Source: an optimization exercise on an open RTL-to-GDS flow (aim: small area, a short achievable clock period and few clock cycles). Production flows keep margins and buffers that such runs may drop.
Where RTL was checked, it was by simulation tests only, not by an equivalence proof against the original.

==> job 4655: inputs <==
==> flow/design.v <==
`timescale 1ns / 1ps
package tsf_pkg;
  localparam logic [15:0] HEADER_BYTES  = 16'd20;
  localparam logic [7:0]  TS_KIND       = 8'd8;
  localparam int          MIN_REMAIN    = 10;
  localparam logic [3:0]  TS_LAST_INDEX = 4'd9;
  localparam logic [3:0]  TS_VALUE_END  = 4'd5;
  localparam logic [15:0] POS_MAX       = 16'hFFFF;
  localparam logic [16:0] KIND_GAP = 17'(1 + MIN_REMAIN);
  localparam logic [16:0] LEN_GAP  = 17'(MIN_REMAIN - 1);
  localparam int QUEUE_DEPTH = 4;
  localparam int QUEUE_AW    = $clog2(QUEUE_DEPTH);
  typedef enum logic [1:0] {
    PH_WAIT,
    PH_LEN,
    PH_CAPTURE
  } phase_t;
  typedef enum logic [1:0] {
    OUT_NONE,
    OUT_MISS,
    OUT_HIT
  } outcome_t;
  typedef struct packed {
    logic [7:0]  data;
    logic        first;
    logic        last;
    logic [15:0] total_length;
    logic [15:0] pos;
    logic [16:0] pos_len;
    logic        kind_fail;
  } beat_t;
  typedef struct packed {
    logic        found;
    logic [7:0]  option_kind;
    logic [7:0]  option_length;
    logic [31:0] ts_value;
    logic [31:0] ts_echo;
  } result_t;
endpackage
`timescale 1ns / 1ps
module tsf_len_rows
(
  input  logic [15:0] a,
  input  logic [7:0]  d,
  input  logic [15:0] l,
  output logic        k15,
  output logic        ghi,
  output logic        phi,
  output logic        loa,
  output logic        lob
);
  always_comb begin
    logic [15:0] xs;
    logic [15:0] s;
    logic [15:0] k;
    logic [15:0] b;
    logic [15:0] g;
    logic [15:0] pr;
    logic [6:0]  g1, p1;
    logic [3:0]  g2, p2;
    logic [1:0]  g3, p3;
    logic [2:0]  xa, xb;
    logic [2:0]  sa, sb, ka, kb, ba, bb;
    xs = {8'd0, d};
    s  = a ^ xs ^ ~l;
    k  = (a & xs) | (a & ~l) | (xs & ~l);
    b  = {k[14:0], 1'b0};
    g  = s & b;
    pr = s | b;
    for (int m = 0; m < 6; m++) begin
      g1[m] = g[2*m + 4] | (pr[2*m + 4] & g[2*m + 3]);
      p1[m] = pr[2*m + 4] & pr[2*m + 3];
    end
    g1[6] = g[15];
    p1[6] = pr[15];
    for (int m = 0; m < 3; m++) begin
      g2[m] = g1[2*m + 1] | (p1[2*m + 1] & g1[2*m]);
      p2[m] = p1[2*m + 1] & p1[2*m];
    end
    g2[3] = g1[6];
    p2[3] = p1[6];
    for (int m = 0; m < 2; m++) begin
      g3[m] = g2[2*m + 1] | (p2[2*m + 1] & g2[2*m]);
      p3[m] = p2[2*m + 1] & p2[2*m];
    end
    k15 = k[15];
    ghi = g3[1] | (p3[1] & g3[0]);
    phi = p3[1] & p3[0];
    xa  = d[2:0];
    xb  = {d[2], 2'b10};
    sa  = a[2:0] ^ xa ^ ~l[2:0];
    sb  = a[2:0] ^ xb ^ ~l[2:0];
    ka  = (a[2:0] & xa) | (a[2:0] & ~l[2:0]) | (xa & ~l[2:0]);
    kb  = (a[2:0] & xb) | (a[2:0] & ~l[2:0]) | (xb & ~l[2:0]);
    ba  = {ka[1:0], 1'b0};
    bb  = {kb[1:0], 1'b0};
    loa = (sa[2] & ba[2]) | ((sa[2] | ba[2]) & ((sa[1] & ba[1]) | ((sa[1] | ba[1]) & sa[0] & ba[0])));
    lob = (sb[2] & bb[2]) | ((sb[2] | bb[2]) & ((sb[1] & bb[1]) | ((sb[1] | bb[1]) & sb[0] & bb[0])));
  end
endmodule
module tsf_pos_next
(
  input  logic        take,
  input  logic        first,
  input  logic [15:0] pos9,
  input  logic        pos_ovf,
  input  logic [16:0] inc,
  output logic [15:0] pos9_n,
  output logic        pos_ovf_n
);
  assign pos9_n    = !take ? pos9    : first ? 16'd10 : inc[15:0];
  assign pos_ovf_n = !take ? pos_ovf : !first && (pos_ovf || inc[16]);
endmodule
`timescale 1ns / 1ps
module tcp_timestamp_option_finder
(
  input  logic        clk,
  input  logic        rst,
  input  logic        in_valid,
  output logic        in_ready,
  input  logic [7:0]  data_byte,
  input  logic        first_byte,
  input  logic        last_byte,
  input  logic [15:0] total_length,
  output logic        out_valid,
  input  logic        out_ready,
  output logic        found,
  output logic [7:0]  option_kind,
  output logic [7:0]  option_length,
  output logic [31:0] ts_value,
  output logic [31:0] ts_echo
);
  logic        fv;
  logic [7:0]  fd;
  logic        ff;
  logic        fl;
  logic        ffaild;     
  logic        ffail2;     
  logic [15:0] pos9;       
  logic        pos_ovf;    
  logic [7:0]  cnt;
  logic        czero;      
  logic        st_len;     
  logic        st_cap;     
  logic        st_done;    
  logic [71:0] res;        
  logic        take;
  logic        in_faild, in_fail2;
  logic [16:0] p_inc;
  logic        len_k15, len_ghi, len_phi, len_loa, len_lob;
  logic [15:0] pos9_n;
  logic        pos_ovf_n;
  logic        go;
  logic        harmless;
  logic        e_len, e_cap, e_done, e_wait, e_czero;
  logic        d_le1, d_is8, d_is0;
  logic [7:0]  c;
  logic [7:0]  fx;
  logic        at_start;
  logic        hit, miss, settle;
  logic        len_n, cap_n, done_n, czero_n;
  logic [7:0]  cnt_n;
  logic        res_shift, res_hold;
  logic        fv_n, out_valid_n, settled_n, harmless_n;
  assign take   = in_valid && in_ready;
  tsf_len_rows u_len_rows (
    .a   (pos9),
    .d   (data_byte),
    .l   (total_length),
    .k15 (len_k15),
    .ghi (len_ghi),
    .phi (len_phi),
    .loa (len_loa),
    .lob (len_lob)
  );
  assign in_faild = pos_ovf || len_k15 || len_ghi || (len_phi && len_loa);
  assign in_fail2 = pos_ovf || len_k15 || len_ghi || (len_phi && len_lob);
  tsf_pos_next u_pos_next (
    .take      (take),
    .first     (first_byte),
    .pos9      (pos9),
    .pos_ovf   (pos_ovf),
    .inc       (p_inc),
    .pos9_n    (pos9_n),
    .pos_ovf_n (pos_ovf_n)
  );
  assign p_inc  = {1'b0, pos9} + 17'd1;
  assign harmless = (st_done && !ff) || (ff && !fl);
  assign go       = fv && (!out_valid || harmless);
  assign e_len   = !ff && st_len;
  assign e_cap   = !ff && st_cap;
  assign e_done  = !ff && st_done;
  assign e_wait  = ff || !(st_len || st_cap || st_done);
  assign e_czero = !ff && czero;
  assign c       = ff ? 8'd20 : cnt;
  assign d_le1   = fd[7:1] == 7'd0;
  assign d_is8   = fd == 8'd8;
  assign d_is0   = fd == 8'd0;
  assign fx      = {fd[7:2], fd[1] | d_le1, fd[0] && !d_le1};
  assign at_start = e_wait && e_czero;
  always_comb begin
    hit     = e_cap && e_czero;
    miss    = (at_start && d_le1 && ffail2) ||
              (e_len && (d_is0 || (d_le1 ? ffail2 : ffaild)));
    len_n   = at_start && !d_le1 && !d_is8;
    cap_n   = (at_start && d_is8) || (e_cap && !e_czero);
    if (e_len)                  cnt_n = fx - 8'd2;
    else if (at_start && d_is8) cnt_n = 8'd8;
    else if (at_start)          cnt_n = 8'd0;
    else                        cnt_n = c - 8'd1;
    if (e_len)                  czero_n = fd[7:2] == 6'd0 && !(fd[1] && fd[0]);   
    else if (at_start)          czero_n = !d_is8;
    else                        czero_n = !ff && cnt == 8'd1;
    if (!e_done && !hit && fl) miss = 1'b1;
  end
  assign settle = (hit || miss) && !e_done;
  assign done_n = e_done || settle;
  assign res_shift = fv && !out_valid && e_cap && (!fl || czero);
  assign res_hold  = !(fv && !out_valid);
  assign fv_n        = take || (fv && !go);
  assign out_valid_n = (go && settle) || (out_valid && !out_ready);
  assign settled_n   = go ? done_n : st_done;
  assign harmless_n  = take ? ((settled_n && !first_byte) || (first_byte && !last_byte))
                            : ((settled_n && !ff) || (ff && !fl));
  always_ff @(posedge clk) begin
    if (rst) begin
      fv        <= 1'b0;
      in_ready  <= 1'b1;
      pos9      <= 16'd9;
      pos_ovf   <= 1'b0;
      cnt       <= 8'd20;
      czero     <= 1'b0;
      st_len    <= 1'b0;
      st_cap    <= 1'b0;
      st_done   <= 1'b0;
      out_valid <= 1'b0;
    end else begin
      fv        <= fv_n;
      in_ready  <= !fv_n || !out_valid_n || harmless_n;
      out_valid <= out_valid_n;
      pos9      <= pos9_n;
      pos_ovf   <= pos_ovf_n;
      if (go) begin
        cnt     <= cnt_n;
        czero   <= czero_n;
        st_len  <= len_n && !done_n;
        st_cap  <= cap_n && !done_n;
        st_done <= done_n;
      end
    end
  end
  always_ff @(posedge clk) begin
    if (take) begin
      fd    <= data_byte;
      ff    <= first_byte;
      fl    <= last_byte;
      ffaild <= in_faild;
      ffail2 <= in_fail2;
    end
    res <= ({72{res_shift}} & {res[63:0], fd}) | ({72{res_hold}} & res);
    if (go && settle) found <= hit;
  end
  assign option_kind   = {4'd0, found, 3'd0};
  assign option_length = res[71:64];
  assign ts_value      = res[63:32];
  assign ts_echo       = res[31:0];
endmodule
==> flow/flow/run.sh <==
#!/bin/bash
# Layout flow: the standard ORFS flow with two changes.
# - Synthesis leaves adders to abc (no ADDER_MAP_FILE): the design's only arithmetic is a
#   bound check written as a carry tree and two counters, which abc maps faster than the
#   full-adder cells. Registers are mapped exactly as in the standard synthesis.
# - The port buffers that placement inserts are plain sky130_fd_sc_hd__buf_1 cells (ORFS
#   otherwise picks a delay buffer).
# Every ORFS step keeps its own log under orfs/logs/; make's output goes to standard.log.
set -euo pipefail
cd "$(dirname "$0")/.."
export ADDER_MAP_FILE=
export BUFFER_PORTS_ARGS="-buffer_cell sky130_fd_sc_hd__buf_1"
bash standard.sh > standard.log 2>&1
==> flow/standard.sh <==
#!/bin/bash
# synth_recipe.tcl (not shown) runs the flow's synth.tcl, then flattens the netlist and writes it again
# the make line also repeats each setting of config.mk as NAME=value (left out here)
make -C /OpenROAD-flow-scripts/flow DESIGN_CONFIG=/design/flow/config.mk WORK_HOME=/design/flow/orfs CLKGATE_MAP_FILE= SYNTH_SCRIPT=/design/flow/synth_recipe.tcl "${@:-finish}"
==> flow/config.mk <==
export PLATFORM = sky130hd
export DESIGN_NAME = tcp_timestamp_option_finder
export DESIGN_NICKNAME = tcp_timestamp_option_finder
export VERILOG_FILES = /design/flow/design.v
export SDC_FILE = /design/flow/constraint.sdc
export NUM_CORES = 4
export LEC_CHECK = 0
export CAP_MARGIN = 20
export CORE_MARGIN = 2
export CORE_UTILIZATION = 40
export CTS_BUF_LIST = sky130_fd_sc_hd__clkbuf_8
export PLACE_DENSITY = 0.6
export SETUP_SLACK_MARGIN = 3.6
export SLEW_MARGIN = 20
export SYNTH_HIERARCHICAL = 1
==> flow/constraint.sdc <==
create_clock -name core_clock -period 6.0 [get_ports {clk}]
set_input_delay 1.2000 -clock core_clock [delete_from_list [all_inputs] [get_ports {clk}]]
set_output_delay 1.2000 -clock core_clock [all_outputs]
set_load 0.01 [all_outputs]
==> job 7340: changes against job 4655 <==
--- a/flow/design.v
+++ b/flow/design.v
@@ -40,76 +40,2 @@
 `timescale 1ns / 1ps
-module tsf_len_rows
-(
-  input  logic [15:0] a,
-  input  logic [7:0]  d,
-  input  logic [15:0] l,
-  output logic        k15,
-  output logic        ghi,
-  output logic        phi,
-  output logic        loa,
-  output logic        lob
-);
-  always_comb begin
-    logic [15:0] xs;
-    logic [15:0] s;
-    logic [15:0] k;
-    logic [15:0] b;
-    logic [15:0] g;
-    logic [15:0] pr;
-    logic [6:0]  g1, p1;
-    logic [3:0]  g2, p2;
-    logic [1:0]  g3, p3;
-    logic [2:0]  xa, xb;
-    logic [2:0]  sa, sb, ka, kb, ba, bb;
-    xs = {8'd0, d};
-    s  = a ^ xs ^ ~l;
-    k  = (a & xs) | (a & ~l) | (xs & ~l);
-    b  = {k[14:0], 1'b0};
-    g  = s & b;
-    pr = s | b;
-    for (int m = 0; m < 6; m++) begin
-      g1[m] = g[2*m + 4] | (pr[2*m + 4] & g[2*m + 3]);
-      p1[m] = pr[2*m + 4] & pr[2*m + 3];
-    end
-    g1[6] = g[15];
-    p1[6] = pr[15];
-    for (int m = 0; m < 3; m++) begin
-      g2[m] = g1[2*m + 1] | (p1[2*m + 1] & g1[2*m]);
-      p2[m] = p1[2*m + 1] & p1[2*m];
-    end
-    g2[3] = g1[6];
-    p2[3] = p1[6];
-    for (int m = 0; m < 2; m++) begin
-      g3[m] = g2[2*m + 1] | (p2[2*m + 1] & g2[2*m]);
-      p3[m] = p2[2*m + 1] & p2[2*m];
-    end
-    k15 = k[15];
-    ghi = g3[1] | (p3[1] & g3[0]);
-    phi = p3[1] & p3[0];
-    xa  = d[2:0];
-    xb  = {d[2], 2'b10};
-    sa  = a[2:0] ^ xa ^ ~l[2:0];
-    sb  = a[2:0] ^ xb ^ ~l[2:0];
-    ka  = (a[2:0] & xa) | (a[2:0] & ~l[2:0]) | (xa & ~l[2:0]);
-    kb  = (a[2:0] & xb) | (a[2:0] & ~l[2:0]) | (xb & ~l[2:0]);
-    ba  = {ka[1:0], 1'b0};
-    bb  = {kb[1:0], 1'b0};
-    loa = (sa[2] & ba[2]) | ((sa[2] | ba[2]) & ((sa[1] & ba[1]) | ((sa[1] | ba[1]) & sa[0] & ba[0])));
-    lob = (sb[2] & bb[2]) | ((sb[2] | bb[2]) & ((sb[1] & bb[1]) | ((sb[1] | bb[1]) & sb[0] & bb[0])));
-  end
-endmodule
-module tsf_pos_next
-(
-  input  logic        take,
-  input  logic        first,
-  input  logic [15:0] pos9,
-  input  logic        pos_ovf,
-  input  logic [16:0] inc,
-  output logic [15:0] pos9_n,
-  output logic        pos_ovf_n
-);
-  assign pos9_n    = !take ? pos9    : first ? 16'd10 : inc[15:0];
-  assign pos_ovf_n = !take ? pos_ovf : !first && (pos_ovf || inc[16]);
-endmodule
-`timescale 1ns / 1ps
 module tcp_timestamp_option_finder
@@ -132,2 +58,26 @@
 );
+  function automatic logic sum_gt(input logic [15:0] a, input logic [7:0] x,
+                                  input logic [15:0] l);
+    logic [15:0] xs;
+    logic [15:0] s;
+    logic [15:0] k;
+    logic [15:0] b;
+    logic [15:0] g;
+    logic [15:0] pr;
+    xs = {8'd0, x};
+    s  = a ^ xs ^ ~l;
+    k  = (a & xs) | (a & ~l) | (xs & ~l);
+    b  = {k[14:0], 1'b0};
+    g  = s & b;
+    pr = s | b;
+    for (int w = 1; w < 16; w = w * 2) begin
+      for (int i = 0; i < 16; i++) begin
+        if (i % (2 * w) == 2 * w - 1) begin
+          g[i]  = g[i] | (pr[i] & g[i - w]);
+          pr[i] = pr[i] & pr[i - w];
+        end
+      end
+    end
+    sum_gt = k[15] | g[15];
+  endfunction
   logic        fv;
@@ -136,4 +86,3 @@
   logic        fl;
-  logic        ffaild;     
-  logic        ffail2;     
+  logic        ffail;      
   logic [15:0] pos9;       
@@ -147,7 +96,5 @@
   logic        take;
-  logic        in_faild, in_fail2;
+  logic        in_le1;
+  logic        in_fail;
   logic [16:0] p_inc;
-  logic        len_k15, len_ghi, len_phi, len_loa, len_lob;
-  logic [15:0] pos9_n;
-  logic        pos_ovf_n;
   logic        go;
@@ -165,23 +112,7 @@
   assign take   = in_valid && in_ready;
-  tsf_len_rows u_len_rows (
-    .a   (pos9),
-    .d   (data_byte),
-    .l   (total_length),
-    .k15 (len_k15),
-    .ghi (len_ghi),
-    .phi (len_phi),
-    .loa (len_loa),
-    .lob (len_lob)
-  );
-  assign in_faild = pos_ovf || len_k15 || len_ghi || (len_phi && len_loa);
-  assign in_fail2 = pos_ovf || len_k15 || len_ghi || (len_phi && len_lob);
-  tsf_pos_next u_pos_next (
-    .take      (take),
-    .first     (first_byte),
-    .pos9      (pos9),
-    .pos_ovf   (pos_ovf),
-    .inc       (p_inc),
-    .pos9_n    (pos9_n),
-    .pos_ovf_n (pos_ovf_n)
-  );
+  assign in_le1 = data_byte[7:1] == 7'd0;
+  assign in_fail = first_byte ? (in_le1 ? sum_gt(16'd9, 8'd2, total_length)
+                                        : sum_gt(16'd9, data_byte, total_length))
+                              : (pos_ovf || (in_le1 ? sum_gt(pos9, 8'd2, total_length)
+                                                    : sum_gt(pos9, data_byte, total_length)));
   assign p_inc  = {1'b0, pos9} + 17'd1;
@@ -202,4 +133,3 @@
     hit     = e_cap && e_czero;
-    miss    = (at_start && d_le1 && ffail2) ||
-              (e_len && (d_is0 || (d_le1 ? ffail2 : ffaild)));
+    miss    = (at_start && d_le1 && ffail) || (e_len && (d_is0 || ffail));
     len_n   = at_start && !d_le1 && !d_is8;
@@ -240,4 +170,6 @@
       out_valid <= out_valid_n;
-      pos9      <= pos9_n;
-      pos_ovf   <= pos_ovf_n;
+      if (take) begin
+        pos9    <= first_byte ? 16'd10 : p_inc[15:0];
+        pos_ovf <= !first_byte && (pos_ovf || p_inc[16]);
+      end
       if (go) begin
@@ -256,4 +188,3 @@
       fl    <= last_byte;
-      ffaild <= in_faild;
-      ffail2 <= in_fail2;
+      ffail <= in_fail;
     end
- SETUP_SLACK_MARGIN: 3.6 -> unset
- SYNTH_HIERARCHICAL: 1 -> unset
==> job 8310: changes against job 4655 <==
--- a/flow/design.v
+++ b/flow/design.v
@@ -136,4 +136,6 @@
   logic        fl;
-  logic        ffaild;     
-  logic        ffail2;     
+  logic        fk;
+  logic        fphi;
+  logic        floa;
+  logic        flob;
   logic [15:0] pos9;       
@@ -147,3 +149,3 @@
   logic        take;
-  logic        in_faild, in_fail2;
+  logic        ffaild, ffail2;
   logic [16:0] p_inc;
@@ -163,3 +165,3 @@
   logic        res_shift, res_hold;
-  logic        fv_n, out_valid_n, settled_n, harmless_n;
+  logic        fv_n, out_valid_n, settled0, ready_take;
   assign take   = in_valid && in_ready;
@@ -175,4 +177,4 @@
   );
-  assign in_faild = pos_ovf || len_k15 || len_ghi || (len_phi && len_loa);
-  assign in_fail2 = pos_ovf || len_k15 || len_ghi || (len_phi && len_lob);
+  assign ffaild = fk || (fphi && floa);
+  assign ffail2 = fk || (fphi && flob);
   tsf_pos_next u_pos_next (
@@ -221,5 +223,5 @@
   assign out_valid_n = (go && settle) || (out_valid && !out_ready);
-  assign settled_n   = go ? done_n : st_done;
-  assign harmless_n  = take ? ((settled_n && !first_byte) || (first_byte && !last_byte))
-                            : ((settled_n && !ff) || (ff && !fl));
+  assign settled0    = st_done && !(go && ff);
+  assign ready_take  = (!(out_valid && !out_ready) || (settled0 && !first_byte) ||
+                        (first_byte && !last_byte)) && !(first_byte && last_byte);
   always_ff @(posedge clk) begin
@@ -238,3 +240,3 @@
       fv        <= fv_n;
-      in_ready  <= !fv_n || !out_valid_n || harmless_n;
+      in_ready  <= take ? ready_take : (!(fv && !go) || out_ready);
       out_valid <= out_valid_n;
@@ -256,4 +258,6 @@
       fl    <= last_byte;
-      ffaild <= in_faild;
-      ffail2 <= in_fail2;
+      fk    <= pos_ovf || len_k15 || len_ghi;
+      fphi  <= len_phi;
+      floa  <= len_loa;
+      flob  <= len_lob;
     end
- ABC_AREA: unset -> 1
- CORE_UTILIZATION: 40 -> 60
- PLACE_DENSITY: 0.6 -> 0.75
- SETUP_SLACK_MARGIN: 3.6 -> 3.5
- SYNTH_HIERARCHICAL: 1 -> unset
==> impl_metrics.toml <==
[logic_synthesis]
ys_warn_count = 2

[timing]
relSlewSlack = 0.543

[clock_network]
cts_setup_buffers = 0
clk_latency_ps = 430

[status]
status = "finished clean"

[worst_hold_path]
hold_depth = 2
holdPathEnd = "res[65]$_DFF_P_"

[final_layout]
fillCellCount = 714

[routing]
met3WireLength_um = 988

[worst_setup_path]
worstReg2RegEnd = "found$_DFFE_PP_"
-- figures above: job 8310

==> impl_metrics.toml <==
[clock_network]
clk_latency_ps = 430
cts_setup_buffers = 1

[timing]
relSlewSlack = 0.508

[worst_setup_path]
worstReg2RegEnd = "found$_DFFE_PP_"

[status]
status = "finished clean"

[final_layout]
fillCellCount = 1278
-- figures above: job 4655

==> impl_metrics.toml <==
[routing]
met3WireLength_um = 584

[final_layout]
nNetsFinal = 687
comb.multi_input.count = 397

[clock_network]
clk_latency_ps = 440
cts_setup_buffers = 0

[timing]
fin_crit_ps = 2860
relSlewSlack = 0.375
clock_skew_ps = 14.5

[worst_hold_path]
holdPathEnd = "res[70]$_DFF_P_"

[logic_synthesis]
avgSynthCellArea_um2 = 9.47

[status]
status = "finished clean"

[worst_setup_path]
worstReg2RegEnd = "ffail$_DFFE_PP_"
-- figures above: job 7340

Testbench counts of job 4655, summed over its fixed seeds: cycles 24,217.
Testbench counts of job 8310, summed over its fixed seeds: cycles 24,217.
For job 7340, only the layout was checked, not whether the RTL still works.

==> what the ideal ports hide <==
In the flow no input, the clock included, has a driving cell. The finished layouts below were timed again as built, in two steps.
Step 1 (the two cells are an assumption about what drives the block):
set clk [get_ports {clk}]
set_driving_cell -lib_cell sky130_fd_sc_hd__clkbuf_16 $clk
set_driving_cell -lib_cell sky130_fd_sc_hd__buf_2 [delete_from_list [all_inputs] $clk]
Step 2 adds t to the input delays and takes it off the output delays; t is the mean of the earliest and latest rising clock arrival at the registers after step 1. Input paths then give back, and output paths get back, about the clock's delay inside the block.
Slacks: ideal / step 1 / step 2; pairs: ideal / step 1.
run | t (ns) | setup WS [ns] | clock arrival spread, ns | pins driven straight from the clock port
job 4655 | 0.461 | 3.644 / 3.656 / 3.195 | 0.005 / 0.006 | 1
job 7340 | 0.463 | 3.140 / 3.151 / 2.688 | 0.018 / 0.018 | 1
job 8310 | 0.455 | 3.717 / 3.682 / 3.273 | 0.016 / 0.016 | 1
After both steps setup and hold are still met in every run listed. The setup slack of job 7340, which loses most, moves by +0.011 ns with the drivers and by -0.452 ns with both steps.
